Background: an optimization exercise with open tools, aiming at small area, a short achievable clock period and few clock cycles. Do not read the settings as production practice.
Only simulation tests tie the RTL to the original design; equivalence was not proved.
No activity file was given, so power comes from the tool's default toggle rates.

File: design/flow/config.mk
export PLATFORM = sky130hd
export DESIGN_NAME = framed_value_table_sync_parser_core
export DESIGN_NICKNAME = framed_value_table_sync_parser_core
export VERILOG_FILES = /design/flow/design.v
export SDC_FILE = /design/flow/constraint.sdc
export NUM_CORES = 4
export LEC_CHECK = 0
export CAP_MARGIN = 20
export CORE_MARGIN = 2
export CORE_UTILIZATION = 55
export CTS_CLUSTER_DIAMETER = 75
export CTS_CLUSTER_SIZE = 24
export SETUP_SLACK_MARGIN = 2.3
export SLEW_MARGIN = 20
File: design/flow/constraint.sdc
create_clock -name core_clock -period 5.0 [get_ports {clk}]
set_input_delay 1.0000 -clock core_clock [delete_from_list [all_inputs] [get_ports {clk}]]
set_output_delay 1.0000 -clock core_clock [all_outputs]
set_load 0.01 [all_outputs]
File: design/flow/design.v
`timescale 1ns / 1ps
`default_nettype none
module framed_value_table_sync_parser_core #(
	parameter int TABLE_DEPTH = 256
) (
	input  wire logic    clk,
	input  wire logic    arst_n,
	input  wire logic    item_valid,
	output logic         item_stall,
	input  wire logic [16:0] item_bits,
	output logic         result_valid,
	input  wire logic    result_stall,
	output logic [58:0]  result_bits
);
	localparam logic [7:0] HDR_U = 8'h75;
	localparam logic [7:0] HDR_A = 8'h61;
	localparam logic [7:0] HDR_F = 8'h66;
	localparam int PH_HUNT  = 0;
	localparam int PH_GOT_U = 1;
	localparam int PH_GOT_A = 2;
	localparam int PH_COUNT = 3;
	localparam int PH_INDEX = 4;
	localparam int PH_LOW   = 5;
	localparam int PH_HIGH  = 6;
	logic        ov_q;
	logic        adv;
	assign adv        = !(ov_q && result_stall);
	assign item_stall = !adv;
	logic        v1_q;            
	logic        byte1_q;         
	logic        k1_q;            
	logic [7:0]  b1_q;            
	logic [7:0]  i1_q;            
	logic [15:0] rlo1_q;          
	logic [3:0]  rmid1_q;         
	logic [3:0]  rhi1_q;          
	always_ff @(posedge clk or negedge arst_n) begin
		if (!arst_n) begin
			v1_q    <= 1'b0;
			byte1_q <= 1'b0;
		end else if (adv) begin
			v1_q    <= item_valid;
			byte1_q <= item_valid && !item_bits[16];
		end
	end
	always_ff @(posedge clk) begin
		if (adv) begin
			k1_q <= item_bits[16];
			b1_q <= item_bits[15:8];
			i1_q <= item_bits[7:0];
			for (int l = 0; l < 16; l++) rlo1_q[l] <= (item_bits[3:0] == 4'(l));
			for (int m = 0; m < 4; m++) rmid1_q[m] <= (item_bits[5:4] == 2'(m));
			for (int h = 0; h < 4; h++) rhi1_q[h] <= item_bits[16] && (item_bits[7:6] == 2'(h));
		end
	end
	logic        clr_q;
	logic [6:0]  ph_q, ph_d;
	logic [7:0]  left_q, left_d;
	logic [7:0]  idx_q, idx_d;
	logic [7:0]  low_q, low_d;
	logic        wr1, end1;
	logic [7:0]  seen;
	logic        seen_v;
	assign wr1 = byte1_q && ph_q[PH_HIGH];
	always_comb begin
		ph_d   = ph_q;
		left_d = left_q;
		idx_d  = idx_q;
		low_d  = low_q;
		end1   = 1'b0;
		seen   = k1_q ? i1_q : b1_q;
		seen_v = v1_q && (k1_q || ph_q[PH_INDEX]);
		if (byte1_q) begin
			ph_d = '0;
			if (ph_q[PH_HUNT]) begin
				if (b1_q == HDR_U) ph_d[PH_GOT_U] = 1'b1; else ph_d[PH_HUNT] = 1'b1;
			end
			if (ph_q[PH_GOT_U]) begin
				if (b1_q == HDR_A) ph_d[PH_GOT_A] = 1'b1; else ph_d[PH_HUNT] = 1'b1;
			end
			if (ph_q[PH_GOT_A]) begin
				if (b1_q == HDR_F) ph_d[PH_COUNT] = 1'b1; else ph_d[PH_HUNT] = 1'b1;
			end
			if (ph_q[PH_COUNT]) begin
				left_d = b1_q;
				if (b1_q != 8'd0) ph_d[PH_INDEX] = 1'b1; else ph_d[PH_HUNT] = 1'b1;
			end
			if (ph_q[PH_INDEX]) begin
				idx_d = b1_q;
				ph_d[PH_LOW] = 1'b1;
			end
			if (ph_q[PH_LOW]) begin
				low_d = b1_q;
				ph_d[PH_HIGH] = 1'b1;
			end
			if (ph_q[PH_HIGH]) begin
				left_d = left_q - 8'd1;
				if (left_q == 8'd1) begin
					end1 = 1'b1;
					ph_d[PH_HUNT] = 1'b1;
				end else begin
					ph_d[PH_INDEX] = 1'b1;
				end
			end
		end
	end
	always_ff @(posedge clk or negedge arst_n) begin
		if (!arst_n) begin
			clr_q  <= 1'b1;
			ph_q   <= 7'b0000001;
			left_q <= '0;
			idx_q  <= '0;
			low_q  <= '0;
		end else begin
			clr_q <= 1'b0;
			if (adv) begin
				ph_q   <= ph_d;
				left_q <= left_d;
				idx_q  <= idx_d;
				low_q  <= low_d;
			end
		end
	end
	logic [15:0] wdata;
	logic [15:0] whi, wlo;
	logic [15:0] tbl [256];
	assign wdata = clr_q ? 16'd0 : {b1_q, low_q};
	always_comb begin
		for (int j = 0; j < 16; j++) begin
			whi[j] = clr_q || (wr1 && idx_q[7:4] == 4'(j));
			wlo[j] = clr_q || (idx_q[3:0] == 4'(j));
		end
	end
	for (genvar r = 0; r < 256; r++) begin : g_row
		logic [15:0] q;
		always_ff @(posedge clk) begin
			if (whi[r / 16] && wlo[r % 16]) q <= wdata;
		end
		assign tbl[r] = q;
	end
	logic [15:0] grp [16];
	logic [15:0] part1 [4];
	always_comb begin
		for (int h = 0; h < 4; h++) begin
			part1[h] = '0;
			for (int m = 0; m < 4; m++) begin
				grp[h * 4 + m] = '0;
				for (int l = 0; l < 16; l++) begin
					grp[h * 4 + m] = grp[h * 4 + m] | ({16{rlo1_q[l]}} & tbl[h * 64 + m * 16 + l]);
				end
				part1[h] = part1[h] | ({16{rmid1_q[m]}} & grp[h * 4 + m]);
			end
		end
	end
	logic        v2_q;
	logic [15:0] part2_q [4];
	logic [3:0]  rhi2_q;
	logic        w2_q, e2_q;
	logic        seen_v2_q;
	logic [7:0]  seen2_q;
	logic [15:0] rv2;
	always_ff @(posedge clk or negedge arst_n) begin
		if (!arst_n) begin
			v2_q <= 1'b0;
		end else if (adv) begin
			v2_q <= v1_q;
		end
	end
	always_ff @(posedge clk) begin
		if (adv) begin
			for (int h = 0; h < 4; h++) part2_q[h] <= part1[h];
			rhi2_q    <= rhi1_q;
			w2_q      <= wr1;
			e2_q      <= end1;
			seen_v2_q <= seen_v;
			seen2_q   <= seen;
		end
	end
	always_comb begin
		rv2 = '0;
		for (int h = 0; h < 4; h++) rv2 = rv2 | ({16{rhi2_q[h]}} & part2_q[h]);
	end
	logic [15:0] orv_q;
	logic        ow_q, oe_q;
	logic [8:0]  size_q;
	logic [31:0] cnt_q;
	always_ff @(posedge clk or negedge arst_n) begin
		if (!arst_n) begin
			ov_q   <= 1'b0;
			size_q <= '0;
			cnt_q  <= '0;
		end else if (adv) begin
			ov_q <= v2_q;
			if (seen_v2_q && ({1'b0, seen2_q} >= size_q)) size_q <= {1'b0, seen2_q} + 9'd1;
			cnt_q <= cnt_q + 32'(w2_q);
		end
	end
	always_ff @(posedge clk) begin
		if (adv) begin
			orv_q <= rv2;
			ow_q  <= w2_q;
			oe_q  <= e2_q;
		end
	end
	assign result_valid = ov_q;
	assign result_bits  = {orv_q, ow_q, cnt_q, size_q, oe_q};
endmodule
`default_nettype wire
File: design/flow/run.sh
#!/bin/bash
# synth_recipe.tcl (not shown) runs the flow's synth.tcl, then flattens the netlist and writes it again
# the make line also repeats each setting of config.mk as NAME=value (left out here)
make -C /OpenROAD-flow-scripts/flow DESIGN_CONFIG=/design/flow/config.mk WORK_HOME=/design/flow/orfs CLKGATE_MAP_FILE= SYNTH_SCRIPT=/design/flow/synth_recipe.tcl finish
==> results of run 1 <==
-- worst max path at each step --
stage | start | end | cells after the start
after global routing | rlo1_q[3] | part2_q[2][5] | 8
after detailed placement | ph_q[6] | g_row[22].q[8] | 5
final | rlo1_q[0] | part2_q[2][5] | 7
after CTS | rlo1_q[0] | part2_q[2][5] | 7
after floorplan | clr_q | g_row[0].q[10] | 3
after global placement | rlo1_q[5] | part2_q[2][4] | 7
-- power by group through the flow --
stage,Combinational [uW],Sequential (uW),Clock (uW)
floorplan,7270,48400,0
global placement,14700,48900,0
detailed placement,15000,49100,0
CTS,15600,48200,19300
global route,17000,48700,20400
finish,16500,48300,19200
-- logic make-up after synthesis --
logic type                 after synthesis
DFF                                   4311
xor gates and xnor gates                36
and+or+nand+nor                        901
muxes                                   34
other                                    1
buffers and inverters                  548
AOI/OAI and AO/OA                     2347
adders and majority gates               13
-- through the flow --
stage | setup WS, ns | utilization [%] | power (uW) | instances | hold slack, ns
2_1_floorplan | 1.58 | - | 55600 | 8191 | 0.400
3_3_place_gp | 1.09 | 58.5 | 63600 | 12000 | 0.404
3_5_place_dp | 0.938 | 58.5 | 64100 | 12000 | 0.405
4_1_cts | 2.06 | 61.4 | 83100 | 12400 | 0.256
5_1_grt | 2.15 | 61.9 | 86000 | 12500 | 0.165
6_report | 2.04 | 61.9 | 84000 | 12500 | 0.120
-- state kept, by name, indices dropped and copies added (netlist names), 7 cells and up --
name,count
low_q,8
left_q,8
ph_q,7
orv_q,16
idx_q,8
i1_q,8
rlo1_q,16
part2_q,64
b1_q,8
size_q,9
g_row.q,4096
seen2_q,8
cnt_q,32
-- cell type report --
class                   instances  area share, %
well taps                    3743           2.69
clock buffers                 245           3.16
diodes                         17         0.0244
flip-flops and latches       4311           74.1
multi-input cells            3339           15.2
inverters                      19         0.0424
repair buffers                753           4.59
clock inverters                43          0.260
-- metal layers --
| metal | routed length, um | vias up |
|---|---|---|
| met2 | 228000 | 6393 |
| met1 | 193000 | 47500 |
| met5 | 18 | - |
| li1 | - | 35500 |
| met4 | 18500 | 2 |
| met3 | 61400 | 826 |
-- layout by cell type (no fill, tap or decap), types with 41 or more instances in the layout --
cell type	synthesis	final
a221oi_1	706	664
a221oi_2	1	41
a22o_1	705	705
a22oi_1	736	691
a22oi_2	0	45
buf_12	0	108
buf_4	2	477
buf_6	0	47
clkbuf_16	0	231
dfrtp_1	75	65
dlygate4sd2_1	0	56
edfxtp_1	4234	4234
nand2_1	58	57
nand3_1	275	265
nand4_1	202	202
nor2_2	0	214
nor2_4	0	44
o21ai_0	144	95
-- timing repair --
item                                     CTS  global route
pin swaps                                 54            58
cloned                                     6            22
buffers inserted                         105            37
resized for setup                        275           142
endpoints found under the setup margin  4731          1474
==> out/metrics.cfg, run 1 <==
[run_status]
status=no timing/DRC/antenna violations

[floorplanning]
core_um2=282000
dieArea_um2=287000
initial_core_util_pct=55.2
die_w_um=536
rows=195
io_pins=82
die_h_um=536

[timing]
slew_headroom_pct=15.5
finalMaxSlewViolations=0
clock_skew_ns=0.0544
period_needed_ns=2.96
hold_viol_final=0
finalSetupTns_ns=0
fin_crit_sh_pct=59.2
fmax_ghz=0.338
rsz0062_at_grt=true
tightest_slew_ns=1.27
setup_viol=0

[synthesis]
yosys-top-cells-area=edfxtp_1, a221oi_1, a22o_1
avgSynthCellArea_um2=19.0
ys.warnings.count=5
synth_edf_count=4234
synth_top_family_by_area=compound AO/OA/AOI/OAI gates
synth-async-reset-ratio_pct=1.79
synth_mux_area_share_pct=0.241
synth-simple-area-share_pct=2.86
synth_top_cells_by_count=edfxtp_1, a22oi_1, a221oi_1, a22o_1, clkbuf_1
synthCells=8191
synth_adder_area_share_pct=0.105
synth-compound-area-share_pct=12.2
synth.distinct_cells=50
syn_area_um2=155000
yosysMostFrequentCell=edfxtp_1
synth_largest_area_cell=edfxtp_1
synth-seq-cells=4311
synth_top_area_share_pct=81.8
syn-num-nets=8225
synth_ff_type=edfxtp_1
synthXorXnorAreaFrac_pct=0.203
ys_seq_area_share_pct=83.1

[cells_and_area]
drive_gt1_share_pct=16.2
regArea_um2=129000
fin_area_um2=174000
multi_input_area_um2=26400
nFillCells=19900
synthToLayoutAreaGrowth_pct=12.2
layout.nets=8669

[placement]
io_buffers=81
place.detailed.hpwl_um=270000
globalplace.congestion=0.874
post_dp_cell_area_um2=165000

[grt]
antenna_found_initial=16
grt_start_max_net_pins=193
grt_util_met2_pct=51.1
use_met3_pct=6.49
grt_util_all_layers_pct=33.7
grt_pass1_wl_um=675000
top_usage_layer=met2
grt.overflow.total=0
use_met1_pct=49.6
grt_pass1_vias=84500

[worst_setup_path]
reg2reg_to=part2_q[2][5]
crit_family=compound AO/OA/AOI/OAI gates
critPathKind=flip-flop to flip-flop
regToRegSetupSlack_ns=2.04
cp-end-kind=flip-flop
cp.required_ns=5.66
cp_slowest_cell=edfxtp_1
r2r_cells=7
cp_max_fo=26
critPathMaxStageDelay_ns=0.51
r2r-start=rlo1_q[0]
start_kind=flip-flop
path_buf_inv=2
crit_path_cell_trace=buf_12 -> buf_16 -> a22o_1 -> a221oi_2 -> nand4_1 -> a22oi_2 -> nand3_1
critPathArrivalTime_ns=3.62

[clock_network]
cts_tree=built
clk_pin_slew_ns=0.10
hold_buffers=0
clock_sinks=4311
h-tree-depth=4
clockBufferDepth=4
root_buffer=clkbuf_16
numCtsBuffers=211
clkLatencyLatePin_ns=0.96

[pwr]
p_int_uw=59100
switching_share_pct=29.7
p_sw_uw=24900
seq_power_share_pct=57.5
total_leakage_power_uw=0.0572
pwr-share-comb_pct=19.7
p_clk_share_pct=22.8
power_density_nw_per_um2=482
irDropWorstVdd_mv=0.384

[detailed_routing]
routed_wl_um=501000
vias=90200
wl_per_cell_um=40.2
drc=0
antenna_left=0
dr.pass1.iters=6
drt-initial-drc-count=15300
viasPerCell=7.24

[worst_hold_path]
hp-class=input port to asynchronous set/reset pin

[job]
cap_violations=0

Testbench counts, summed over its fixed seeds: cycles 32,616.
==> run 2: changes to the inputs <==
--- a/design/flow/config.mk
+++ b/design/flow/config.mk
@@ -5,10 +5,10 @@
 export SDC_FILE = /design/flow/constraint.sdc
 export NUM_CORES = 4
 export LEC_CHECK = 0
-export CAP_MARGIN = 20
+export CAP_MARGIN = 30
 export CORE_MARGIN = 2
-export CORE_UTILIZATION = 55
+export CORE_UTILIZATION = 62
 export CTS_CLUSTER_DIAMETER = 75
 export CTS_CLUSTER_SIZE = 24
 export SETUP_SLACK_MARGIN = 2.3
-export SLEW_MARGIN = 20
+export SLEW_MARGIN = 40
==> out/metrics.cfg, run 2 <==
[run_status]
status=no timing/DRC/antenna violations  ; unchanged

[synthesis]
syn-num-nets=8225  ; unchanged
ys_seq_area_share_pct=83.1  ; unchanged
synth-seq-cells=4311  ; unchanged
synth-simple-area-share_pct=2.86  ; unchanged
yosys-top-cells-area=edfxtp_1, a221oi_1, a22o_1  ; unchanged
synth_ff_type=edfxtp_1  ; unchanged
syn_area_um2=155000  ; unchanged
synth_top_cells_by_count=edfxtp_1, a22oi_1, a221oi_1, a22o_1, clkbuf_1  ; unchanged
yosysMostFrequentCell=edfxtp_1  ; unchanged
synth_mux_area_share_pct=0.241  ; unchanged
synth_edf_count=4234  ; unchanged
ys.warnings.count=5  ; unchanged
avgSynthCellArea_um2=19.0  ; unchanged
synth_largest_area_cell=edfxtp_1  ; unchanged
synthXorXnorAreaFrac_pct=0.203  ; unchanged
synth_top_area_share_pct=81.8  ; unchanged
synth-compound-area-share_pct=12.2  ; unchanged
synth_top_family_by_area=compound AO/OA/AOI/OAI gates  ; unchanged
synth.distinct_cells=50  ; unchanged
synth-async-reset-ratio_pct=1.79  ; unchanged
synthCells=8191  ; unchanged
synth_adder_area_share_pct=0.105  ; unchanged

[cells_and_area]
reg_top3=g_row.q x4096, part2_q x64, cnt_q x32  ; unchanged
drive_gt1_share_pct=14.4  ; was 16.2%
final_cell_mix=edfxtp_1, a22o_1, a22oi_1, a221oi_1, buf_4  ; unchanged
largest_register_ffs=4096  ; unchanged
layout.nets=8511  ; was 8669
regMostFlops=g_row.q  ; unchanged
fin_util_pct=69.0  ; was 61.9%
final_common_cell=edfxtp_1  ; unchanged
synthToLayoutAreaGrowth_pct=10.6  ; was 12.2%

[worst_setup_path]
start_kind=flip-flop  ; unchanged
critPathArrivalTime_ns=3.45  ; was 3.62 ns
cp.required_ns=5.62  ; was 5.66 ns
critPathKind=flip-flop to flip-flop  ; unchanged
crit_path_start=rlo1_q[8]  ; was rlo1_q[0]
cp-end-kind=flip-flop  ; unchanged
cp_max_fo=13  ; was 26
reg2reg_to=part2_q[2][8]  ; was part2_q[2][5]
r2r_cells=8  ; was 7
crit_path_end=part2_q[2][8]  ; was part2_q[2][5]
regToRegSetupSlack_ns=2.17  ; was 2.04 ns
r2r-start=rlo1_q[8]  ; was rlo1_q[0]

[timing]
slew_headroom_pct=33.7  ; was 15.5%
hold_viol_final=0  ; unchanged
tightest_slew_ns=0.995  ; was 1.27 ns
setup_viol=0  ; unchanged
fin_crit_sh_pct=56.6  ; was 59.2%
finalMaxSlewViolations=0  ; unchanged
period_needed_ns=2.83  ; was 2.96 ns
rsz0062_at_grt=true  ; unchanged
clock_skew_ns=0.0400  ; was 0.0544 ns
finalSetupTns_ns=0  ; unchanged
layout_setup_ws_ns=2.17  ; was 2.04 ns
fmax_ghz=0.354  ; was 0.338 GHz

[floorplanning]
rows=183  ; was 195
die_h_um=505  ; was 536 um
io_pins=82  ; unchanged
dieArea_um2=255000  ; was 287000 um2
die_w_um=505  ; was 536 um
initial_core_util_pct=62.4  ; was 55.2%
core_um2=249000  ; was 282000 um2

[job]
cap_violations=0  ; unchanged

[grt]
antenna_found_initial=17  ; was 16
grt.overflow.total=0  ; unchanged
grt_util_all_layers_pct=36.9  ; was 33.7%
grt_pass1_vias=83300  ; was 84500
grt_pass1_wl_um=658000  ; was 675000 um
grt_start_max_net_pins=180  ; was 193

[clock_network]
numCtsBuffers=202  ; was 211
cts_tree=built  ; unchanged
clk_pin_slew_ns=0.10  ; about the same
root_buffer=clkbuf_16  ; unchanged
clkLatencyLatePin_ns=0.90  ; was 0.96 ns
h-tree-depth=4  ; unchanged
clockBufferDepth=3  ; was 4
clock_sinks=4311  ; unchanged

[detailed_routing]
drc=0  ; unchanged
wl_per_cell_um=40.2  ; about the same
antenna_left=0  ; unchanged
viasPerCell=7.47  ; was 7.24
vias=88800  ; was 90200
drt-initial-drc-count=14200  ; was 15300
routed_wl_um=477000  ; was 501000 um
dr.pass1.iters=6  ; unchanged

[pwr]
power_density_nw_per_um2=481  ; was 482 nW/um2
total_leakage_power_uw=0.0561  ; was 0.0572 uW
irDropWorstVdd_mv=0.425  ; was 0.384 mV

[placement]
pre_cts_ws_ns=1.56  ; was 0.938 ns
io_buffers=81  ; unchanged
place.detailed.hpwl_um=262000  ; was 270000 um
globalplace.congestion=0.919  ; was 0.874

[worst_hold_path]
hp-class=flip-flop to flip-flop  ; was input port to asynchronous set/reset pin

==> run 2: cell counts after synthesis <==
No cell type changed its count.
==> run 2: through the flow <==
step / power, uW / cells / cell area (um2) / hold WS [ns]
detailed placement: 64000 / 11500 / 164000 / 0.405
floorplan: 55600 / 8191 / 156000 / 0.400
CTS: 82000 / 11800 / 171000 / 0.434
global placement: 63500 / 11500 / 164000 / 0.403
global route: 84600 / 11900 / 172000 / 0.441
finish: 82700 / 11900 / 172000 / 0.445
==> run 2: worst min-delay path by stage <==
stage	startpoint	endpoint	slack, ns	cells past startpoint
2_1_floorplan	e2_q	oe_q	0.40	0
3_3_place_gp	rhi1_q[1]	rhi2_q[1]	0.40	0
3_5_place_dp	rhi1_q[1]	rhi2_q[1]	0.41	0
4_1_cts	arst_n	cnt_q[29]	0.43	2
5_1_grt	rhi1_q[1]	rhi2_q[1]	0.44	0
6_report	e2_q	oe_q	0.44	0
==> run 2: timing repair <==
action	in CTS	in global routing
pin swaps	27	34
gates cloned	2	6
hold buffers	1	0
hold endpoints to repair	12	0
endpoints found under the setup margin	4184	338
buffers inserted	52	8
resized for setup	263	108
==> run 2: area by class of cell <==
cell class              count  area (um2)
repair buffers            611        6390
clock inverters            30         274
flip-flops and latches   4311      129000
well taps                3330        4170
diodes                     10        25.0
inverters                  19        71.3
multi-input cells        3332       26500
fillers                 15900       77100
clock buffers             234        5330
==> run 2: cells by family after synthesis <==
logic type	after synthesis
adder cells (fa/ha/maj)	13
multiplexers	34
buffers and inverters	548
AO/OA/AOI/OAI	2347
XOR/XNOR	36
AND/OR/NAND/NOR	901
other	1
flip-flops	4311
==> run 2: critical path, cell delays in order (launching register included) <==
cell and delay, ns:
edfxtp_1 0.44, buf_4 0.17, buf_6 0.19, buf_4 0.25, a22o_1 0.23, a221oi_1 0.48, nand3_1 0.35, o21ai_1 0.32
nand3_1 0.11
==> run 2: layer usage <==
layer | vias to the layer above | GRT usage, % | share of wire, %
li1 | 35100 | - | -
met1 | 46400 | 54.0 | 37
met2 | 6354 | 55.5 | 46
met3 | 873 | 7.62 | 13
met4 | 4 | 14.1 | 4.3
met5 | - | 0 | 0.0055
==> run 2: power by group <==
| part | internal, uW | switching, uW | leakage, uW |
|---|---|---|---|
| logic | 4250 | 11700 | 0.0115 |
| registers | 46400 | 1820 | 0.0419 |
| clock network | 7670 | 10800 | 0.00274 |
| total | 58400 | 24300 | 0.0561 |
==> run 3: changes to the inputs <==
--- a/design/flow/design.v
+++ b/design/flow/design.v
@@ -31,9 +31,8 @@
 	logic        k1_q;            
 	logic [7:0]  b1_q;            
 	logic [7:0]  i1_q;            
-	logic [15:0] rlo1_q;          
+	logic [15:0] rlo1_q [4];      
 	logic [3:0]  rmid1_q;         
-	logic [3:0]  rhi1_q;          
 	always_ff @(posedge clk or negedge arst_n) begin
 		if (!arst_n) begin
 			v1_q    <= 1'b0;
@@ -48,9 +47,13 @@
 			k1_q <= item_bits[16];
 			b1_q <= item_bits[15:8];
 			i1_q <= item_bits[7:0];
-			for (int l = 0; l < 16; l++) rlo1_q[l] <= (item_bits[3:0] == 4'(l));
+			for (int h = 0; h < 4; h++) begin
+				for (int l = 0; l < 16; l++) begin
+					rlo1_q[h][l] <= item_bits[16] && (item_bits[7:6] == 2'(h)) &&
+						(item_bits[3:0] == 4'(l));
+				end
+			end
 			for (int m = 0; m < 4; m++) rmid1_q[m] <= (item_bits[5:4] == 2'(m));
-			for (int h = 0; h < 4; h++) rhi1_q[h] <= item_bits[16] && (item_bits[7:6] == 2'(h));
 		end
 	end
 	logic        clr_q;
@@ -146,7 +149,7 @@
 			for (int m = 0; m < 4; m++) begin
 				grp[h * 4 + m] = '0;
 				for (int l = 0; l < 16; l++) begin
-					grp[h * 4 + m] = grp[h * 4 + m] | ({16{rlo1_q[l]}} & tbl[h * 64 + m * 16 + l]);
+					grp[h * 4 + m] = grp[h * 4 + m] | ({16{rlo1_q[h][l]}} & tbl[h * 64 + m * 16 + l]);
 				end
 				part1[h] = part1[h] | ({16{rmid1_q[m]}} & grp[h * 4 + m]);
 			end
@@ -154,7 +157,6 @@
 	end
 	logic        v2_q;
 	logic [15:0] part2_q [4];
-	logic [3:0]  rhi2_q;
 	logic        w2_q, e2_q;
 	logic        seen_v2_q;
 	logic [7:0]  seen2_q;
@@ -169,7 +171,6 @@
 	always_ff @(posedge clk) begin
 		if (adv) begin
 			for (int h = 0; h < 4; h++) part2_q[h] <= part1[h];
-			rhi2_q    <= rhi1_q;
 			w2_q      <= wr1;
 			e2_q      <= end1;
 			seen_v2_q <= seen_v;
@@ -178,7 +179,7 @@
 	end
 	always_comb begin
 		rv2 = '0;
-		for (int h = 0; h < 4; h++) rv2 = rv2 | ({16{rhi2_q[h]}} & part2_q[h]);
+		for (int h = 0; h < 4; h++) rv2 = rv2 | part2_q[h];
 	end
 	logic [15:0] orv_q;
 	logic        ow_q, oe_q;
==> out/metrics.cfg, run 3 <==
[run_status]
status=no timing/DRC/antenna violations  ; unchanged

[worst_setup_path]
cp.required_ns=5.62  ; about the same
critPathMaxStageDelay_ns=0.63  ; was 0.48 ns
cp_max_fo=21  ; was 13
cp_slowest_cell=a221oi_1  ; unchanged
cp-end-kind=flip-flop  ; unchanged
critPathKind=flip-flop to flip-flop  ; unchanged
crit_family=compound AO/OA/AOI/OAI gates  ; unchanged
path_buf_inv=2  ; was 3
regToRegSetupSlack_ns=2.17  ; about the same
critPathArrivalTime_ns=3.45  ; about the same
crit_path_cell_trace=buf_4 -> buf_4 -> a221oi_1 -> nand4_1 -> a22oi_1 -> nand3_1  ; was buf_4 -> buf_6 -> buf_4 -> a22o_1 -> a221oi_1 -> nand3_1 -> o21ai_1 -> nand3_1
start_kind=flip-flop  ; unchanged
cpMostUsedCell=buf_4

[placement]
place.detailed.hpwl_um=279000  ; was 262000 um
pre_cts_ws_ns=1.39  ; was 1.56 ns
dp_cells=11600  ; was 11500
io_buffers=81  ; unchanged
globalplace.congestion=0.896  ; was 0.919

[floorplanning]
io_pins=82  ; unchanged
initial_core_util_pct=62.4  ; about the same
dieArea_um2=257000  ; was 255000 um2
rows=184  ; was 183
die_h_um=507  ; was 505 um
die_w_um=507  ; was 505 um
core_um2=251000  ; was 249000 um2

[timing]
setup_viol=0  ; unchanged
finalSetupTns_ns=0  ; unchanged
finalMaxSlewViolations=0  ; unchanged
clock_skew_ns=0.0430  ; was 0.0400 ns
fin_crit_sh_pct=56.7  ; was 56.6%
tightest_slew_ns=1.07  ; was 0.995 ns
rsz0062_at_grt=true  ; unchanged
layout_setup_ws_ns=2.17  ; about the same
hold_viol_final=0  ; unchanged
period_needed_ns=2.83  ; about the same
slew_headroom_pct=28.7  ; was 33.7%
fmax_ghz=0.353  ; was 0.354 GHz

[pwr]
pwr-share-comb_pct=18.9  ; was 19.3%
p_clk_share_pct=22.9  ; was 22.3%
total_leakage_power_uw=0.0569  ; was 0.0561 uW
power_density_nw_per_um2=480  ; was 481 nW/um2
seq_power_share_pct=58.1  ; was 58.4%
p_int_uw=59300  ; was 58400 uW
p_sw_uw=24500  ; was 24300 uW
irDropWorstVdd_mv=0.425  ; about the same
switching_share_pct=29.2  ; was 29.4%

[grt]
grt_start_max_net_pins=153  ; was 180
grt_pass1_wl_um=665000  ; was 658000 um
grt_util_all_layers_pct=37.1  ; was 36.9%
grt_pass1_vias=83500  ; was 83300
grt.overflow.total=0  ; unchanged
antenna_found_initial=24  ; was 17

[cells_and_area]
regMostFlops=g_row.q  ; unchanged
layout.nets=8655  ; was 8511
finalNonFillerCells=12100  ; was 11900
nFillCells=16100  ; was 15900
drive_gt1_share_pct=15.7  ; was 14.4%
largest_register_ffs=4096  ; unchanged
final_common_cell=edfxtp_1  ; unchanged
reg_top3=g_row.q x4096, part2_q x64, rlo1_q x64  ; was g_row.q x4096, part2_q x64, cnt_q x32
synthToLayoutAreaGrowth_pct=11.1  ; was 10.6%
final_cell_mix=edfxtp_1, a22o_1, a22oi_1, a221oi_1, buf_4  ; unchanged

[detailed_routing]
vias=89400  ; was 88800
antenna_left=0  ; unchanged
drt-initial-drc-count=14400  ; was 14200
drc=0  ; unchanged
routed_wl_um=480000  ; was 477000 um
viasPerCell=7.41  ; was 7.47
wl_per_cell_um=39.8  ; was 40.2 um
dr.pass1.iters=8  ; was 6

[synthesis]
syn-num-nets=8296  ; was 8225
synth_edf_count=4274  ; was 4234
yosysMostFrequentCell=edfxtp_1  ; unchanged
synth_top_area_share_pct=81.8  ; about the same
synthCells=8262  ; was 8191
avgSynthCellArea_um2=19.0  ; about the same
synth_ff_type=edfxtp_1  ; unchanged
synth.distinct_cells=56  ; was 50
synth_top_cells_by_count=edfxtp_1, a221oi_1, a22o_1, a22oi_1, nor2_1  ; was edfxtp_1, a22oi_1, a221oi_1, a22o_1, clkbuf_1
synth_largest_area_cell=edfxtp_1  ; unchanged
syn_area_um2=157000  ; was 155000 um2
ys_seq_area_share_pct=83.0  ; was 83.1%
yosys-top-cells-area=edfxtp_1, a221oi_1, a22o_1  ; unchanged
synth-seq-cells=4351  ; was 4311
ys.warnings.count=6  ; was 5
synth-async-reset-ratio_pct=1.77  ; was 1.79%

[clock_network]
cts_tree=built  ; unchanged
h-tree-depth=4  ; unchanged
clkLatencyLatePin_ns=0.90  ; about the same
clk_pin_slew_ns=0.09  ; was 0.10 ns
root_buffer=clkbuf_16  ; unchanged
numCtsBuffers=206  ; was 202
clock_sinks=4351  ; was 4311
clockBufferDepth=3  ; unchanged

[job]
cap_violations=0  ; unchanged

[worst_hold_path]
hp-class=input port to asynchronous set/reset pin  ; was flip-flop to flip-flop

## run 3: worst paths after layout
| kind | from | end | depth (start not counted) |
|---|---|---|---|
| max | rlo1_q[1][13] | part2_q[1][9] | 6 |
| min | arst_n | cnt_q[7] | 1 |
| max reg2reg | rlo1_q[1][13] | part2_q[1][9] | 6 |
| min reg2reg | e2_q | oe_q | 0 |
| max in group asynchronous | arst_n | idx_q[0] | 2 |
| min in group core_clock | e2_q | oe_q | 0 |
## run 3: routing by layer
layer / up-vias / global-route usage (%) / wire [um]
met5: - / 0 / 84
met4: 14 / 14.2 / 22200
met3: 903 / 7.15 / 58600
met2: 6508 / 56.3 / 221000
met1: 46500 / 54.3 / 178000
li1: 35500 / - / -
## run 3: power by group through the flow
stage / sequential (uW) / combinational, uW / clock [uW]
floorplan: 48700 / 7110 / 0
global placement: 49400 / 14200 / 0
detailed placement: 49500 / 14700 / 0
CTS: 48600 / 15400 / 19200
global route: 49000 / 16300 / 20400
finish: 48700 / 15900 / 19200
## run 3: timing repair
item / CTS / global route
cloned: 3 / 0
buffers inserted: 117 / 23
resized for setup: 313 / 76
hold buffers: 0 / 0
setup endpoints to repair: 5145 / 1299
pin swaps: 58 / 34
## run 3: cell families (layout without fill, tap and decap cells)
logic type / after synthesis / count (layout) / synth area share [%]
muxes: 35 / 35 / 0.245
other: 1 / 20 / 0.00239
adders and majority gates: 13 / 13 / 0.104
and+or+nand+nor: 967 / 970 / 3.05
xor gates and xnor gates: 36 / 36 / 0.201
AOI/OAI and AO/OA: 2312 / 2312 / 11.9
DFF: 4351 / 4351 / 83.0
buffers and inverters: 547 / 982 / 1.43
## run 3: per-stage QoR
| step | total power, uW | util, % | instance area [um2] | hold WS, ns |
|---|---|---|---|---|
| after detailed placement | 64200 | 65.9 | 166000 | 0.417 |
| after CTS | 83200 | 69.1 | 174000 | 0.130 |
| final | 83800 | 69.3 | 174000 | 0.141 |
| after global routing | 85700 | 69.3 | 174000 | 0.169 |
| after floorplan | 55800 | - | 157000 | 0.400 |
| after global placement | 63700 | 65.6 | 165000 | 0.407 |
## run 3: cell type report
| cell class | count | area [um2] | share of cell area, % |
|---|---|---|---|
| Multi-Input combinational cell | 3367 | 27100 | 15.6 |
| Clock inverter | 38 | 493 | 0.283 |
| Timing Repair Buffer | 674 | 6600 | 3.79 |
| Antenna cell | 19 | 47.5 | 0.0273 |
| Inverter | 21 | 86.3 | 0.0495 |
| Tap cell | 3348 | 4190 | 2.40 |
| Clock buffer | 249 | 5490 | 3.15 |
| Sequential cell | 4351 | 130000 | 74.7 |
## run 3: worst reg2reg max path: cells and delay by family (launching register included)
family	cells	cell delay (ns)
AO/OA/AOI/OAI	2	1.19
AND/OR/NAND/NOR	2	0.44
buffers and inverters	2	0.45
flip-flops	1	0.50
Testbench counts of run 3, summed over its fixed seeds: cycles 32,616.
==> run 4: changes to the inputs <==
--- a/design/flow/config.mk
+++ b/design/flow/config.mk
@@ -5,10 +5,10 @@
 export SDC_FILE = /design/flow/constraint.sdc
 export NUM_CORES = 4
 export LEC_CHECK = 0
-export CAP_MARGIN = 30
+export CAP_MARGIN = 25
 export CORE_MARGIN = 2
 export CORE_UTILIZATION = 62
 export CTS_CLUSTER_DIAMETER = 75
 export CTS_CLUSTER_SIZE = 24
-export SETUP_SLACK_MARGIN = 2.3
-export SLEW_MARGIN = 40
+export SETUP_SLACK_MARGIN = 2.5
+export SLEW_MARGIN = 30
==> out/metrics.cfg, run 4 <==
[run_status]
status=no timing/DRC/antenna violations  ; unchanged

[worst_setup_path]
regToRegSetupSlack_ns=2.33  ; was 2.17 ns
cp_max_fo=7  ; was 21
start_kind=flip-flop  ; unchanged
cp-end-kind=flip-flop  ; unchanged
cp.required_ns=5.62  ; about the same
critPathArrivalTime_ns=3.29  ; was 3.45 ns
critPathKind=flip-flop to flip-flop  ; unchanged
reg2reg_to=part2_q[2][9]  ; was part2_q[1][9]
r2r_cells=7  ; was 6
r2r-start=rlo1_q[2][5]  ; was rlo1_q[1][13]

[cells_and_area]
multi_input_area_um2=29000  ; was 27100 um2
finalNonFillerCells=12300  ; was 12100
fin_area_um2=179000  ; was 174000 um2
nFillCells=15500  ; was 16100
regMostFlops=g_row.q  ; unchanged
reg_top3=g_row.q x4096, part2_q x64, rlo1_q x64  ; unchanged
largest_register_ffs=4096  ; unchanged
regArea_um2=130000  ; unchanged
drive_gt1_share_pct=21.0  ; was 15.7%
fin_util_pct=71.3  ; was 69.3%
layout.nets=8886  ; was 8655
synthToLayoutAreaGrowth_pct=14.3  ; was 11.1%
final_cell_mix=edfxtp_1, a22o_1, a22oi_1, buf_4, a221oi_1  ; was edfxtp_1, a22o_1, a22oi_1, a221oi_1, buf_4
final_common_cell=edfxtp_1  ; unchanged

[floorplanning]
initial_core_util_pct=62.4  ; unchanged
die_w_um=507  ; unchanged
dieArea_um2=257000  ; unchanged
rows=184  ; unchanged
core_um2=251000  ; unchanged
die_h_um=507  ; unchanged
io_pins=82  ; unchanged

[synthesis]
syn-num-nets=8296  ; unchanged
synthCells=8262  ; unchanged
synth.distinct_cells=56  ; unchanged
synth_top_area_share_pct=81.8  ; unchanged
synth_edf_count=4274  ; unchanged
synth_ff_type=edfxtp_1  ; unchanged
yosysMostFrequentCell=edfxtp_1  ; unchanged
synth_top_cells_by_count=edfxtp_1, a221oi_1, a22o_1, a22oi_1, nor2_1  ; unchanged
synth_largest_area_cell=edfxtp_1  ; unchanged
synth-async-reset-ratio_pct=1.77  ; unchanged
synth-seq-cells=4351  ; unchanged
ys.warnings.count=6  ; unchanged
avgSynthCellArea_um2=19.0  ; unchanged
yosys-top-cells-area=edfxtp_1, a221oi_1, a22o_1  ; unchanged
ys_seq_area_share_pct=83.0  ; unchanged
syn_area_um2=157000  ; unchanged

[clock_network]
clkLatencyLatePin_ns=0.92  ; was 0.90 ns
clockBufferDepth=3  ; unchanged
cts_tree=built  ; unchanged
root_buffer=clkbuf_16  ; unchanged
clk_pin_slew_ns=0.09  ; about the same
clock_sinks=4351  ; unchanged
h-tree-depth=4  ; unchanged
numCtsBuffers=205  ; was 206

[grt]
grt_pass1_wl_um=678000  ; was 665000 um
grt_pass1_vias=84600  ; was 83500
grt_start_max_net_pins=153  ; unchanged
grt_util_all_layers_pct=38.0  ; was 37.1%
grt.overflow.total=0  ; unchanged
antenna_found_initial=28  ; was 24

[timing]
hold_viol_final=0  ; unchanged
tightest_slew_ns=1.13  ; was 1.07 ns
fmax_ghz=0.375  ; was 0.353 GHz
period_needed_ns=2.67  ; was 2.83 ns
rsz0062_at_grt=true  ; unchanged
finalMaxSlewViolations=0  ; unchanged
finalSetupTns_ns=0  ; unchanged
clock_skew_ns=0.0276  ; was 0.0430 ns
setup_viol=0  ; unchanged
slew_headroom_pct=24.5  ; was 28.7%
fin_crit_sh_pct=53.4  ; was 56.7%

[placement]
io_buffers=81  ; unchanged
post_dp_cell_area_um2=165000  ; was 166000 um2
globalplace.congestion=0.896  ; unchanged
dp_cells=11600  ; about the same
place.detailed.hpwl_um=279000  ; about the same

[pwr]
power_uw=85400  ; was 83800 uW
irDropWorstVdd_mv=0.384  ; was 0.425 mV
total_leakage_power_uw=0.0591  ; was 0.0569 uW
power_density_nw_per_um2=476  ; was 480 nW/um2

[detailed_routing]
wl_per_cell_um=41.3  ; was 39.8 um
vias=92000  ; was 89400
viasPerCell=7.48  ; was 7.41
antenna_left=0  ; unchanged
drt-initial-drc-count=15900  ; was 14400
drc=0  ; unchanged
dr.pass1.iters=6  ; was 8
routed_wl_um=508000  ; was 480000 um

[job]
cap_violations=0  ; unchanged

[worst_hold_path]
hp-class=input port to asynchronous set/reset pin  ; unchanged

==> run 4: cell types whose count changed in the layout (fill, tap and decap cells not counted), sizes merged, moves of 6 or more <==
cell and change:
clkdlybuf4s15 -11, clkinv +10, bufbuf +12, bufinv -6, clkbuf +17, dlygate4sd2 -43
buf +254
==> run 4: timing repair <==
| action | CTS | global route |
|---|---|---|
| hold buffers | 0 | 0 |
| cloned | 17 | 27 |
| resized for setup | 765 | 268 |
| hold endpoints to repair | 0 | 0 |
| endpoints found under the setup margin | 7130 | 1720 |
| pin swaps | 142 | 146 |
| setup buffers | 227 | 121 |
==> run 4: worst max-delay path by stage <==
stage,startpoint,end,slack (ns),depth (start not counted)
global route,ov_q,item_stall,2.30,4
floorplan,clr_q,g_row[0].q[10],1.58,3
finish,rlo1_q[2][5],part2_q[2][9],2.33,7
global placement,ph_q[6],g_row[2].q[7],0.46,5
detailed placement,ph_q[6],g_row[8].q[12],1.43,6
CTS,orv_q[6],result_bits[49],2.31,1
==> run 4: final cells by class <==
class                   instances  area share, %
diodes                         21         0.0293
multi-input cells            3367           16.2
inverters                      21         0.0496
clock inverters                41          0.239
repair buffers                906           5.49
clock buffers                 246           3.01
flip-flops and latches       4351           72.7
well taps                    3348           2.34
==> run 4: logic make-up (layout without fill, tap and decap cells) <==
family / count (synthesis) / after routing / synth area share (%)
DFF: 4351 / 4351 / 83.0
AOI/OAI and AO/OA: 2312 / 2312 / 11.9
and+or+nand+nor: 967 / 970 / 3.05
buffers and inverters: 547 / 1214 / 1.43
xor gates and xnor gates: 36 / 36 / 0.201
muxes: 35 / 35 / 0.245
adders and majority gates: 13 / 13 / 0.104
other: 1 / 22 / 0.00239
==> run 4: metrics by stage <==
step / setup WS, ns / hold WS (ns)
after global routing: 2.30 / 0.158
after floorplan: 1.58 / 0.400
after detailed placement: 1.43 / 0.417
after CTS: 2.31 / 0.117
after global placement: 0.463 / 0.407
final: 2.33 / 0.129
==> run 4: power by group <==
group          leakage, uW  internal, uW  total, uW  switching, uW
Combinational       0.0140          5150      17800          12600
Clock              0.00284          7830      18900          11100
Sequential          0.0423         46800      48700           1900
Total               0.0591         59800      85400          25600
==> run 4: worst max-delay path: stages (launching register included) <==
cell and delay, ns:
edfxtp_1 0.51, buf_12 0.19, buf_12 0.14, a22o_1 0.23, a221oi_2 0.22, nand4_1 0.39, a22oi_2 0.52, nand3_2 0.18
==> run 4: layer usage <==
| layer | track usage (%) | wire [um] | part of all wire (%) | vias up |
|---|---|---|---|---|
| met4 | 15.4 | 25800 | 5.1 | 20 |
| met1 | 54.7 | 183000 | 36 | 47700 |
| li1 | - | - | - | 36100 |
| met2 | 57.6 | 231000 | 45 | 7197 |
| met5 | 0 | 138 | 0.027 | - |
| met3 | 8.43 | 68400 | 13 | 1105 |
==> run 5: changes to the inputs <==
--- a/design/flow/config.mk
+++ b/design/flow/config.mk
@@ -7,8 +7,8 @@
 export LEC_CHECK = 0
 export CAP_MARGIN = 25
 export CORE_MARGIN = 2
-export CORE_UTILIZATION = 62
-export CTS_CLUSTER_DIAMETER = 75
-export CTS_CLUSTER_SIZE = 24
+export CORE_UTILIZATION = 68
+export CTS_CLUSTER_DIAMETER = 80
+export CTS_CLUSTER_SIZE = 28
 export SETUP_SLACK_MARGIN = 2.5
 export SLEW_MARGIN = 30
==> out/metrics.cfg, run 5 <==
[run_status]
status=no timing/DRC/antenna violations  ; unchanged

[timing]
period_needed_ns=2.68  ; was 2.67 ns
fin_crit_sh_pct=53.6  ; was 53.4%
setup_viol=0  ; unchanged
tightest_slew_ns=1.16  ; was 1.13 ns
finalSetupTns_ns=0  ; unchanged
rsz0062_at_grt=true  ; unchanged
clock_skew_ns=0.0453  ; was 0.0276 ns
finalMaxSlewViolations=0  ; unchanged
slew_headroom_pct=22.5  ; was 24.5%
fmax_ghz=0.373  ; was 0.375 GHz
layout_setup_ws_ns=2.32  ; was 2.33 ns
hold_viol_final=0  ; unchanged

[detailed_routing]
vias=90700  ; was 92000
antenna_left=0  ; unchanged
viasPerCell=7.66  ; was 7.48
drc=0  ; unchanged
wl_per_cell_um=40.4  ; was 41.3 um
routed_wl_um=478000  ; was 508000 um
dr.pass1.iters=6  ; unchanged
drt-initial-drc-count=16400  ; was 15900

[cells_and_area]
reg_top3=g_row.q x4096, part2_q x64, rlo1_q x64  ; unchanged
fin_util_pct=76.8  ; was 71.3%
regMostFlops=g_row.q  ; unchanged
synthToLayoutAreaGrowth_pct=12.5  ; was 14.3%
drive_gt1_share_pct=18.8  ; was 21.0%
layout.nets=8772  ; was 8886
final_cell_mix=edfxtp_1, a22o_1, a22oi_1, a221oi_1, buf_4  ; was edfxtp_1, a22o_1, a22oi_1, buf_4, a221oi_1
final_common_cell=edfxtp_1  ; unchanged
largest_register_ffs=4096  ; unchanged
nFillCells=12600  ; was 15500

[job]
cap_violations=0  ; unchanged

[worst_setup_path]
r2r_cells=6  ; was 7
crit_path_start=orv_q[4]  ; was rlo1_q[2][5]
cp.depth=1  ; was 7
cp_slowest_cell=edfxtp_1  ; was a22oi_2
critPathArrivalTime_ns=1.68  ; was 3.29 ns
cp-end-kind=output port  ; was flip-flop
start_kind=flip-flop  ; unchanged
crit_path_cell_trace=buf_2  ; was buf_12 -> buf_12 -> a22o_1 -> a221oi_2 -> nand4_1 -> a22oi_2 -> nand3_2
r2r-start=rlo1_q[0][12]  ; was rlo1_q[2][5]
path_buf_inv=1  ; was 2
crit_family=flip-flops  ; was compound AO/OA/AOI/OAI gates
critPathMaxStageDelay_ns=0.56  ; was 0.52 ns
critPathKind=flip-flop to output port  ; was flip-flop to flip-flop
cp.required_ns=4.00  ; was 5.62 ns
cp_max_fo=1  ; was 7

[worst_hold_path]
hp-class=input port to asynchronous set/reset pin  ; unchanged

[clock_network]
h-tree-depth=4  ; unchanged
clockBufferDepth=3  ; unchanged
clkLatencyLatePin_ns=0.92  ; about the same
cts_tree=built  ; unchanged
clock_sinks=4351  ; unchanged
clk_pin_slew_ns=0.11  ; was 0.09 ns
root_buffer=clkbuf_16  ; unchanged
hold_buffers=0  ; unchanged
numCtsBuffers=178  ; was 205

[synthesis]
synth_ff_type=edfxtp_1  ; unchanged
synth-simple-area-share_pct=3.05  ; unchanged
synth_edf_count=4274  ; unchanged
synth.distinct_cells=56  ; unchanged
synthCells=8262  ; unchanged
ys_seq_area_share_pct=83.0  ; unchanged
syn-num-nets=8296  ; unchanged
synth-seq-cells=4351  ; unchanged
avgSynthCellArea_um2=19.0  ; unchanged
synth_top_area_share_pct=81.8  ; unchanged
synth_mux_area_share_pct=0.245  ; unchanged
synth-compound-area-share_pct=11.9  ; unchanged
synth_adder_area_share_pct=0.104  ; unchanged
synth_top_family_by_area=compound AO/OA/AOI/OAI gates  ; unchanged
yosys-top-cells-area=edfxtp_1, a221oi_1, a22o_1  ; unchanged
synth_top_cells_by_count=edfxtp_1, a221oi_1, a22o_1, a22oi_1, nor2_1  ; unchanged
syn_area_um2=157000  ; unchanged
synth-async-reset-ratio_pct=1.77  ; unchanged
ys.warnings.count=6  ; unchanged
yosysMostFrequentCell=edfxtp_1  ; unchanged
synthXorXnorAreaFrac_pct=0.201  ; unchanged
synth_largest_area_cell=edfxtp_1  ; unchanged

[placement]
io_buffers=81  ; unchanged
pre_cts_ws_ns=1.24  ; was 1.43 ns
place.detailed.hpwl_um=272000  ; was 279000 um
globalplace.congestion=0.916  ; was 0.896

[grt]
grt_start_max_net_pins=163  ; was 153
grt_util_all_layers_pct=40.1  ; was 38.0%
grt_pass1_vias=84600  ; about the same
antenna_found_initial=23  ; was 28
grt_pass1_wl_um=658000  ; was 678000 um
grt.overflow.total=0  ; unchanged

[floorplanning]
die_h_um=484  ; was 507 um
io_pins=82  ; unchanged
core_um2=230000  ; was 251000 um2
initial_core_util_pct=68.3  ; was 62.4%
dieArea_um2=235000  ; was 257000 um2
die_w_um=484  ; was 507 um
rows=176  ; was 184

[pwr]
total_leakage_power_uw=0.0579  ; was 0.0591 uW
irDropWorstVdd_mv=0.437  ; was 0.384 mV
power_uw=83000  ; was 85400 uW
power_density_nw_per_um2=471  ; was 476 nW/um2

==> run 5: changes by cell type in the layout (fill, tap and decap cells not counted), moves of 32 or more <==
cell,previous run,this run
a221oi_1,471,526
buf_6,81,43
a221oi_2,196,163
buf_4,547,486
clkbuf_16,230,198
==> run 5: area by class of cell <==
class	count	area [um2]	area share (%)
Tap cell	3026	3790	2.15
Clock buffer	213	4800	2.72
Timing Repair Buffer	821	9030	5.12
Antenna cell	17	42.5	0.0241
Clock inverter	31	283	0.160
Sequential cell	4351	130000	73.9
Inverter	21	82.6	0.0468
Multi-Input combinational cell	3365	28100	15.9
==> run 5: final timing paths <==
check                                  endpoint  slack [ns]
worst max-delay path            result_bits[47]        2.32
max in group asynchronous                 clr_q        3.89
worst min-delay path                  cnt_q[22]        0.16
worst max register to register    part2_q[0][3]        2.38
worst min register to register             oe_q        0.43
min in group core_clock                    oe_q        0.43
==> run 5: kinds of logic after synthesis <==
logic type               after synthesis
flip-flops                          4351
adder cells (fa/ha/maj)               13
buffers and inverters                547
AO/OA/AOI/OAI                       2312
AND/OR/NAND/NOR                      967
multiplexers                          35
XOR/XNOR                              36
other                                  1
==> run 5: through the flow <==
stage	hold slack, ns	std cells	instance area [um2]
2_1_floorplan	0.400	8262	157000
3_3_place_gp	0.405	11300	164000
3_5_place_dp	0.421	11300	164000
4_1_cts	0.168	11800	174000
5_1_grt	0.191	11800	176000
6_report	0.161	11800	176000
==> run 5: where the power goes <==
| part | switching (uW) | total (uW) | internal (uW) |
|---|---|---|---|
| Combinational | 11800 | 16600 | 4800 |
| Sequential | 2010 | 48800 | 46800 |
| Clock | 10600 | 17600 | 7000 |
==> run 5: per-layer routing <==
layer  GRT usage [%]  wire [um]  part of all wire [%]
met2            60.0     218000                    45
met1            57.8     166000                    35
met4            18.1      26200                   5.5
met5               0        212                 0.044
met3            8.93      68100                    14
==> run 5: repair_timing <==
item                       4_1_cts  5_1_grt
setup endpoints to repair     4454     1084
pin swaps                      160      106
gates cloned                     4       11
resized for setup              711      214
buffers inserted               248       54
==> run 6: changes to the inputs <==
--- a/design/flow/design.v
+++ b/design/flow/design.v
@@ -107,6 +107,15 @@
 			end
 		end
 	end
+	logic [15:0] whi_q, wlo_q;
+	always_ff @(posedge clk) begin
+		if (adv) begin
+			for (int j = 0; j < 16; j++) begin
+				whi_q[j] <= item_valid && !item_bits[16] && ph_d[PH_HIGH] && (idx_d[7:4] == 4'(j));
+				wlo_q[j] <= (idx_d[3:0] == 4'(j));
+			end
+		end
+	end
 	always_ff @(posedge clk or negedge arst_n) begin
 		if (!arst_n) begin
 			clr_q  <= 1'b1;
@@ -130,8 +139,8 @@
 	assign wdata = clr_q ? 16'd0 : {b1_q, low_q};
 	always_comb begin
 		for (int j = 0; j < 16; j++) begin
-			whi[j] = clr_q || (wr1 && idx_q[7:4] == 4'(j));
-			wlo[j] = clr_q || (idx_q[3:0] == 4'(j));
+			whi[j] = clr_q || whi_q[j];
+			wlo[j] = clr_q || wlo_q[j];
 		end
 	end
 	for (genvar r = 0; r < 256; r++) begin : g_row
--- a/design/flow/config.mk
+++ b/design/flow/config.mk
@@ -7,8 +7,8 @@
 export LEC_CHECK = 0
 export CAP_MARGIN = 25
 export CORE_MARGIN = 2
-export CORE_UTILIZATION = 68
-export CTS_CLUSTER_DIAMETER = 80
-export CTS_CLUSTER_SIZE = 28
+export CORE_UTILIZATION = 62
+export CTS_CLUSTER_DIAMETER = 75
+export CTS_CLUSTER_SIZE = 24
 export SETUP_SLACK_MARGIN = 2.5
 export SLEW_MARGIN = 30
==> out/metrics.cfg, run 6 <==
[run_status]
status=no timing/DRC/antenna violations  ; unchanged

[synthesis]
synth-seq-cells=4383  ; was 4351
synth_top_area_share_pct=81.8  ; about the same
syn-num-nets=8380  ; was 8296
synth_top_cells_by_count=edfxtp_1, a221oi_1, a22o_1, a22oi_1, nor2_1  ; unchanged
ys.warnings.count=6  ; unchanged
synth_edf_count=4306  ; was 4274
synth_largest_area_cell=edfxtp_1  ; unchanged
synth-async-reset-ratio_pct=1.76  ; was 1.77%
synthCells=8346  ; was 8262
avgSynthCellArea_um2=18.9  ; was 19.0 um2
yosysMostFrequentCell=edfxtp_1  ; unchanged
ys_seq_area_share_pct=83.1  ; was 83.0%
synth_ff_type=edfxtp_1  ; unchanged
yosys-top-cells-area=edfxtp_1, a221oi_1, a22o_1  ; unchanged
syn_area_um2=158000  ; was 157000 um2
synth.distinct_cells=55  ; was 56

[pwr]
irDropWorstVdd_mv=0.408  ; was 0.437 mV
pwr-share-comb_pct=20.9  ; was 20.0%
total_leakage_power_uw=0.0592  ; was 0.0579 uW
power_density_nw_per_um2=515  ; was 471 nW/um2
switching_share_pct=30.1  ; was 29.4%
p_clk_share_pct=21.0  ; was 21.1%
p_sw_uw=27400  ; was 24400 uW
power_uw=90900  ; was 83000 uW
p_int_uw=63600  ; was 58600 uW
seq_power_share_pct=58.1  ; was 58.8%

[worst_setup_path]
start_kind=flip-flop  ; unchanged
crit_path_cell_trace=buf_6  ; was buf_2
cp_slowest_cell=edfxtp_1  ; unchanged
cp-end-kind=output port  ; unchanged
cp_max_fo=1  ; unchanged
critPathKind=flip-flop to output port  ; unchanged
critPathArrivalTime_ns=1.67  ; was 1.68 ns
crit_family=flip-flops  ; unchanged
critPathMaxStageDelay_ns=0.58  ; was 0.56 ns
cp.required_ns=4.00  ; about the same
path_buf_inv=1  ; unchanged

[grt]
antenna_found_initial=36  ; was 23
grt_util_all_layers_pct=37.9  ; was 40.1%
grt.overflow.total=0  ; unchanged
grt_pass1_wl_um=678000  ; was 658000 um
grt_pass1_vias=85200  ; was 84600
grt_start_max_net_pins=197  ; was 163

[clock_network]
clockBufferDepth=3  ; unchanged
h-tree-depth=4  ; unchanged
root_buffer=clkbuf_16  ; unchanged
clk_pin_slew_ns=0.09  ; was 0.11 ns
clock_sinks=4383  ; was 4351
hold_buffers=0  ; unchanged
numCtsBuffers=205  ; was 178
clkLatencyLatePin_ns=0.91  ; was 0.92 ns
cts_tree=built  ; unchanged

[cells_and_area]
regMostFlops=g_row.q  ; unchanged
synthToLayoutAreaGrowth_pct=11.8  ; was 12.5%
layout.nets=8826  ; was 8772
drive_gt1_share_pct=16.8  ; was 18.8%
final_cell_mix=edfxtp_1, a22o_1, a22oi_1, a221oi_1, buf_4  ; unchanged
final_common_cell=edfxtp_1  ; unchanged
largest_register_ffs=4096  ; unchanged
reg_top3=g_row.q x4096, part2_q x64, rlo1_q x64  ; unchanged
fin_util_pct=69.6  ; was 76.8%

[detailed_routing]
vias=91700  ; was 90700
drc=0  ; unchanged
wl_per_cell_um=41.2  ; was 40.4 um
dr.pass1.iters=8  ; was 6
antenna_left=0  ; unchanged
routed_wl_um=505000  ; was 478000 um
viasPerCell=7.48  ; was 7.66
drt-initial-drc-count=16700  ; was 16400

[floorplanning]
initial_core_util_pct=62.3  ; was 68.3%
die_h_um=509  ; was 484 um
dieArea_um2=259000  ; was 235000 um2
rows=185  ; was 176
die_w_um=509  ; was 484 um
core_um2=254000  ; was 230000 um2
io_pins=82  ; unchanged

[timing]
hold_viol_final=0  ; unchanged
setup_viol=0  ; unchanged
fin_crit_sh_pct=53.4  ; was 53.6%
finalMaxSlewViolations=0  ; unchanged
slew_headroom_pct=23.2  ; was 22.5%
tightest_slew_ns=1.15  ; was 1.16 ns
hold_slack_ns=0.0966  ; was 0.161 ns
clock_skew_ns=0.0345  ; was 0.0453 ns
rsz0062_at_grt=true  ; unchanged
finalSetupTns_ns=0  ; unchanged
period_needed_ns=2.67  ; was 2.68 ns
fmax_ghz=0.374  ; was 0.373 GHz

[placement]
globalplace.congestion=0.854  ; was 0.916
place.detailed.hpwl_um=269000  ; was 272000 um
io_buffers=81  ; unchanged

[worst_hold_path]
hp-class=input port to asynchronous set/reset pin  ; unchanged

[job]
cap_violations=0  ; unchanged

## run 6: stage by stage
step / instances / cell area, um2 / setup slack (ns)
2_1_floorplan: 8346 / 158000 / 1.58
3_3_place_gp: 11700 / 166000 / 1.40
3_5_place_dp: 11700 / 167000 / 1.49
4_1_cts: 12100 / 175000 / 2.19
5_1_grt: 12200 / 177000 / 2.32
6_report: 12300 / 177000 / 2.33
## run 6: routing by layer
metal  vias up  part of all wire, %  GRT usage [%]
li1      36000                    -              -
met1     47700                   36           55.2
met2      7034                   46           57.8
met3      1016                   13           7.65
met4        20                  4.5           13.5
met5         -                0.035          0.185
## run 6: what timing repair did
item                                    in CTS  in global routing
resized for setup                          448                181
cloned                                      15                 20
endpoints found under the setup margin    7152               1066
pin swaps                                   59                 94
setup buffers                              144                 66
## run 6: final cells by class
class                      count  area, um2
antenna                       25       62.6
tap                         3366       4210
inverter                      16       60.1
sequential                  4383     131000
fill                       16000      77100
multi-input combinational   3421      27200
clock buffer                 246       5420
timing repair buffer         765       8000
clock inverter                37        429
## run 6: logic make-up after synthesis
group,Yosys count,share of synthesized area (%)
multiplexers,39,0.264
buffers and inverters,547,1.42
AO/OA/AOI/OAI,2287,11.7
flip-flops,4383,83.1
AND/OR/NAND/NOR,1040,3.22
XOR/XNOR,36,0.200
adder cells (fa/ha/maj),13,0.103
other,1,0.00237
## run 6: power by group through the flow
stage | logic [uW] | registers [uW] | clock network (uW)
2_1_floorplan | 8440 | 52600 | 0
3_3_place_gp | 16300 | 53500 | 0
3_5_place_dp | 16800 | 53700 | 0
4_1_cts | 17900 | 52700 | 19100
5_1_grt | 19500 | 53400 | 20300
6_report | 19000 | 52800 | 19100
## run 6: path summary, 6_finish.rpt
path / slack (ns) / cells after the start / end / start
max: 2.33 / 1 / result_bits[47] / orv_q[4]
max in group asynchronous: 3.93 / 2 / clr_q / arst_n
min: 0.1 / 1 / cnt_q[16] / arst_n
max reg2reg: 2.38 / 7 / part2_q[3][8] / rlo1_q[3][6]
min reg2reg: 0.45 / 0 / oe_q / e2_q
min in group core_clock: 0.45 / 0 / oe_q / e2_q
Testbench counts of run 6, summed over its fixed seeds: cycles 32,616.

==> re-timing with driven ports <==
The results above use ideal ports. As a check the final layouts listed here were re-extracted and re-timed, cells and wires unchanged.
Step 1 assumes that a clkbuf_16 drives the clock port and a buf_2 every other input.
Step 2 moves the port delays by t, midway between the first and last clock arrival at a register: inputs arrive t later, outputs are due t later. That takes back most of the time a late clock gives input paths.
Slacks: no drivers / after step 1 / after step 2; pairs: no drivers / after step 1.
run | t (ns) | setup slack, ns | hold WS [ns] | worst setup path at the end | worst register clock-pin slew, ns
run 1 | 1.026 | 2.042 / 2.042 / 1.632 | 0.120 / 0.061 / 0.424 | input to register | 0.10 / 0.10
run 2 | 0.972 | 2.172 / 2.172 / 1.952 | 0.445 / 0.402 / 0.445 | input to register | 0.10 / 0.10
run 3 | 0.978 | 2.166 / 2.166 / 1.339 | 0.141 / 0.073 / 0.440 | input to register | 0.10 / 0.10
run 4 | 0.996 | 2.332 / 2.252 / 1.503 | 0.129 / 0.060 / 0.438 | input to register | 0.10 / 0.10
run 5 | 0.976 | 2.322 / 2.240 / 1.630 | 0.161 / 0.104 / 0.431 | input to register | 0.11 / 0.11
run 6 | 0.989 | 2.328 / 2.226 / 1.557 | 0.097 / 0.024 / 0.451 | input to register | 0.10 / 0.10
After both steps every run listed still meets setup and hold. For run 4, which loses most, drivers alone change the setup slack by -0.080 ns; drivers and shift together by -0.829 ns.
